Background: an optimization exercise with open tools, aiming at small area, a short achievable clock period and few clock cycles. Do not read the settings as production practice. Only simulation tests tie the RTL to the original design; equivalence was not proved. Power figures rest on the tool's default switching activity, not on a simulated workload.

## tx_duration
module tx_duration #(
	parameter int INV_W = 16
) (
	input  wire logic                 clk,
	input  wire logic                 arst_n,
	input  wire logic                 start,
	input  dur_pkg::dur_kind_t            dur_kind,
	input  dur_pkg::rate_code_t           data_rate,
	input  dur_pkg::resp_len_t            resp_len,
	input  dur_pkg::frame_len_t           next_len,
	input  wire logic                 long_pre,
	input  wire logic [dur_pkg::NUM_RATES-1:0] basic_rate_set,
	input  dur_pkg::dur_t                 sifs,
	output logic                      tab_en,
	output dur_pkg::rate_idx_t                 tab_addr,
	input  wire logic [INV_W-1:0]     tab_data,
	output logic                      dur_valid,
	output dur_pkg::dur_t                      dur,
	output dur_pkg::rate_idx_t                 resp_rate
);
==> flow/config.mk <==
export PLATFORM = sky130hd
export DESIGN_NAME = tx_duration
export DESIGN_NICKNAME = tx_duration
export VERILOG_FILES = /design/flow/design.v
export SDC_FILE = /design/flow/constraint.sdc
export NUM_CORES = 4
export LEC_CHECK = 0
export CAP_MARGIN = 0
export CORE_MARGIN = 2
export CORE_UTILIZATION = 40
export CTS_BUF_LIST = sky130_fd_sc_hd__clkbuf_8
export SLEW_MARGIN = 0
export SYNTH_HIERARCHICAL = 1
export SYNTH_MINIMUM_KEEP_SIZE = 0
==> flow/constraint.sdc <==
create_clock -name core_clock -period 9.0 [get_ports {clk}]
set_input_delay 1.8000 -clock core_clock [delete_from_list [all_inputs] [get_ports {clk}]]
set_output_delay 1.8000 -clock core_clock [all_outputs]
set_load 0.01 [all_outputs]
standard.sh (not shown) runs the stock make flow with config.mk's settings and CLKGATE_MAP_FILE= SYNTH_SCRIPT=/design/flow/synth_recipe.tcl, a recipe that flattens the netlist after the stock synthesis.
==> flow/flow/run.sh <==
#!/bin/bash
# The standard ORFS layout (the standard.sh, all steps), with the port
# buffers made of the smallest buffer cell instead of ORFS's default pick.
set -e
export BUFFER_PORTS_ARGS="-buffer_cell sky130_fd_sc_hd__buf_1"
bash standard.sh > standard.log 2>&1
Testbench counts at the start, summed over its fixed seeds: cycles 5,403.
==> next run, changes <==
--- a/flow/config.mk
+++ b/flow/config.mk
@@ -7,3 +7,3 @@
 export LEC_CHECK = 0
-export CAP_MARGIN = 0
+export CAP_MARGIN = 20
 export CORE_MARGIN = 2
@@ -11,3 +11,3 @@
 export CTS_BUF_LIST = sky130_fd_sc_hd__clkbuf_8
-export SLEW_MARGIN = 0
+export SLEW_MARGIN = 20
 export SYNTH_HIERARCHICAL = 1
Result: The new run finished with timing, DRC and antenna clean; power stays the same; synthesized cell count stays the same; final area does not change; clock power hardly moves; count of clock-buffer cells in the layout is unchanged; global-route usage is unchanged; routed wire length is unchanged; setup slack is unchanged; die area does not change.

---

== run 1 ==
tx_duration, a different RTL version from the one above (not shown whole).
Size in the first run: about 850 cells after synthesis, roughly 0.0083 mm2 of cells after synthesis.
Design tx_duration, start of the top module:
module tx_duration #(
	parameter int INV_W = 16
) (
	input  wire logic                 clk,
	input  wire logic                 arst_n,
	input  wire logic                 start,
	input  dur_pkg::dur_kind_t            dur_kind,
	input  dur_pkg::rate_code_t           data_rate,
	input  dur_pkg::resp_len_t            resp_len,
	input  dur_pkg::frame_len_t           next_len,
	input  wire logic                 long_pre,
	input  wire logic [dur_pkg::NUM_RATES-1:0] basic_rate_set,
	input  dur_pkg::dur_t                 sifs,
	output logic                      tab_en,
	output dur_pkg::rate_idx_t                 tab_addr,
	input  wire logic [INV_W-1:0]     tab_data,
	output logic                      dur_valid,
	output dur_pkg::dur_t                      dur,
	output dur_pkg::rate_idx_t                 resp_rate
);
	dur_pkg::rate_idx_t data_idx;
	dur_pkg::rate_idx_t resp_idx;
	logic s_rd;    
	logic s_d1;    
	logic ofdm_q, both_q;
	logic idle;
	logic has_resp, has_next, both, go;
	logic is_ofdm;
	dur_pkg::frame_len_t nxt_len;
	logic [15:0] nbits;
	logic [17:3] nbn_q;
	logic [1:0] shamt;
	logic [15:0] lomask;
	logic [23:0] kadd, prod;
	dur_pkg::dur_t acc, cst, part, triple, sum;
	assign data_idx = dur_pkg::rate_code_to_index(data_rate);
	basic_rate_sel sel0 (
		.data_idx(data_idx), .basic_rate_set(basic_rate_set), .resp_idx(resp_idx)
	);
	assign has_resp = |resp_len;
	assign has_next = |next_len;
	assign both     = has_resp & has_next;
	assign idle     = ~(s_rd | s_d1);
	assign go       = idle & start & (dur_kind == dur_pkg::dur_single) & (has_resp | has_next);
	assign is_ofdm  = ~data_rate[3];
	always_ff @(posedge clk or negedge arst_n) begin
		if (!arst_n) begin
			s_rd      <= 1'b0;
			s_d1      <= 1'b0;
			tab_en    <= 1'b0;
			dur_valid <= 1'b0;
		end else begin
			s_rd      <= go;
			s_d1      <= s_rd & both;
			tab_en    <= go | (s_rd & both);
  ...
Settings: LEC_CHECK=0, CAP_MARGIN=20, CORE_MARGIN=2, CORE_UTILIZATION=40, CTS_BUF_LIST=sky130_fd_sc_hd__clkbuf_8, SETUP_SLACK_MARGIN=0.2, SLEW_MARGIN=20, SYNTH_HIERARCHICAL=1, SYNTH_MINIMUM_KEEP_SIZE=0; clock period 9.0 ns.
Scripts as last shown in full above: flow/flow/run.sh
Testbench counts of run 1, summed over its fixed seeds: cycles 5,403.
[inputs] run 2 vs run 1
- a change of SETUP_SLACK_MARGIN from 0.2 to 0.35
### Flow results
- In summary, run 2 completed successfully, with a layout that passed the timing, design-rule and antenna checks.
- On worst slew margin relative to its limit, run 2 tracks run 1 almost exactly.
- Diff run 1 -> run 2: final clock skew closely matched the old numbers; layout-stage area growth over the synthesis result increased by 1.2 points relative to the old numbers; minimum clock period after layout decreased by 0.12 ns relative to the old numbers; synthesized cell count closely matched the old numbers; design area increased by about 1.1% relative to the old numbers.
- As far as number of buffers created by CTS goes, run 1 and run 2 are indistinguishable; the numbers are identical.
Here is what was changed in the inputs of run 3 compared with run 2.
- changing SETUP_SLACK_MARGIN from 0.35 to 0.45
- | power density over the cells | run 3 vs run 2 | 4.6% higher |
- On run 3: fraction of layout instances using a drive strength above 1 is 2.8 points higher than what run 2 gave.
- Status: global-route wire length before repair parity (run 3, run 2)
- Pre-CTS setup slack of run 2 is on par with run 3.
- Both conditions hold for run 3: the flow ran to the end and the final layout passed the timing, design-rule and antenna checks.
- Minimum period implied by the final worst setup slack, run 3 and run 2: higher on run 2
- Any difference in global-route usage between run 3 and run 2 is small enough to ignore.

---

Setup of yarrow:
tx_duration again, from the RTL that the note above started with.
==> flow/config.mk <==
export PLATFORM = sky130hd
export DESIGN_NAME = tx_duration
export DESIGN_NICKNAME = tx_duration
export VERILOG_FILES = /design/flow/design.v
export SDC_FILE = /design/flow/constraint.sdc
export NUM_CORES = 4
export LEC_CHECK = 0
export CAP_MARGIN = 20
export CORE_MARGIN = 2
export CORE_UTILIZATION = 40
export CTS_BUF_LIST = sky130_fd_sc_hd__clkbuf_8
export GPL_TIMING_DRIVEN = 0
export SETUP_SLACK_MARGIN = 0.3
export SLEW_MARGIN = 20
export SYNTH_HIERARCHICAL = 1
export SYNTH_MINIMUM_KEEP_SIZE = 0
==> flow/constraint.sdc <==
create_clock -name core_clock -period 9.0 [get_ports {clk}]
set_input_delay 1.8000 -clock core_clock [delete_from_list [all_inputs] [get_ports {clk}]]
set_output_delay 1.8000 -clock core_clock [all_outputs]
set_load 0.01 [all_outputs]
Scripts as last shown in full above: flow/flow/run.sh
yarrow ran to completion and came out clean on the timing, design-rule and antenna checks.
Testbench counts of yarrow, summed over its fixed seeds: cycles 5,403.
[inputs] xenon vs yarrow
Settings: removing GPL_TIMING_DRIVEN (formerly 0).
==> comparison <==
No stage failed in xenon, and the final checks on the layout all came back clean.
From yarrow to xenon, initial antenna violation count did not move at all.
Total of plain and repair buffers excluding clock buffers shrinks by more than a quarter when moving from yarrow to xenon.
yarrow and xenon ended up with roughly the same clock transition at the register clock pins on the worst setup and hold paths after CTS.
[compare] base=yarrow new=xenon: routed wire length has decreased, worst hold slack has decreased, total internal power has decreased.
Side by side, final cell count turned out lower in xenon than in yarrow.
xenon: global-route usage 0.92 points below yarrow
In terms of total of hold buffers inserted after clock tree synthesis, yarrow and xenon differ only marginally.
Cell area | xenon vs yarrow | xenon smaller
What fjord does differently from xenon at the input level:
Settings: changing CORE_UTILIZATION from 40 to 65; removing SETUP_SLACK_MARGIN (formerly 0.3).
Findings:
Relative to xenon, the cell count measured on fjord has decreased by a little under 10%. Comparing xenon and fjord, the lower area overhead of the layout relative to synthesis is on fjord. Going from xenon to fjord, proportion of final cell area spent on non-clock buffers grows by 0.16 points. Diff xenon -> fjord: final critical path time including I/O delays and setup went up 0.23 ns; smallest setup slack after layout went down 0.23 ns; total power now larger. Going from xenon to fjord, height of the die shrank by more than 10%. In the reports for xenon and fjord, the larger share of the cycle needed by the critical path after routing belongs to fjord. fjord completed every stage of the flow, and the final layout passed the timing, design-rule and antenna checks. Via count of the first global-routing pass delta (fjord -> xenon): insignificant. Comparing xenon and fjord, the higher largest stage delay on the critical path was measured on fjord. In the metrics for xenon and fjord, the one carrying the higher wire length of the first global-routing pass is xenon.

-- static timing again, ports no longer ideal --
No port has a modelled driver above. Below, the same layouts with a new extraction and two added sets of constraints. Step 1 (the two cells are an assumption about what drives the block):
set clk [get_ports {clk}]
set_driving_cell -lib_cell sky130_fd_sc_hd__clkbuf_16 $clk
set_driving_cell -lib_cell sky130_fd_sc_hd__buf_2 [delete_from_list [all_inputs] $clk]
Step 2 moves the port delays by t, midway between the first and last clock arrival at a register: inputs arrive t later, outputs are due t later. That takes back most of the time a late clock gives input paths. a / b / c = ideal / step 1 / step 2; a / b = the first two.
run	shift t [ns]	setup slack, ns	hold slack, ns	clock arrival spread, ns	worst data-port slew with drivers (ns)
the first run of note 1	0.322	0.241 / 0.249 / -0.070	0.744 / 0.744 / 0.744	0.015 / 0.015	0.05
the second run of note 1	0.322	0.241 / 0.249 / -0.070	0.744 / 0.744 / 0.744	0.015 / 0.015	0.05
run 1	0.327	0.417 / 0.395 / 0.395	0.633 / 0.633 / 0.633	0.012 / 0.012	0.04
run 2	0.328	0.534 / 0.515 / 0.515	0.634 / 0.634 / 0.634	0.011 / 0.012	0.04
run 3	0.327	0.556 / 0.537 / 0.537	0.634 / 0.634 / 0.634	0.012 / 0.012	0.04
yarrow	0.327	0.370 / 0.350 / 0.350	0.650 / 0.650 / 0.650	0.009 / 0.009	0.04
xenon	0.327	0.504 / 0.483 / 0.483	0.633 / 0.633 / 0.633	0.011 / 0.012	0.04
fjord	0.314	0.273 / 0.252 / 0.252	0.647 / 0.647 / 0.647	0.012 / 0.012	0.06
With both steps, setup timing fails in the first run of note 1 and the second run of note 1, where it was met with ideal ports.
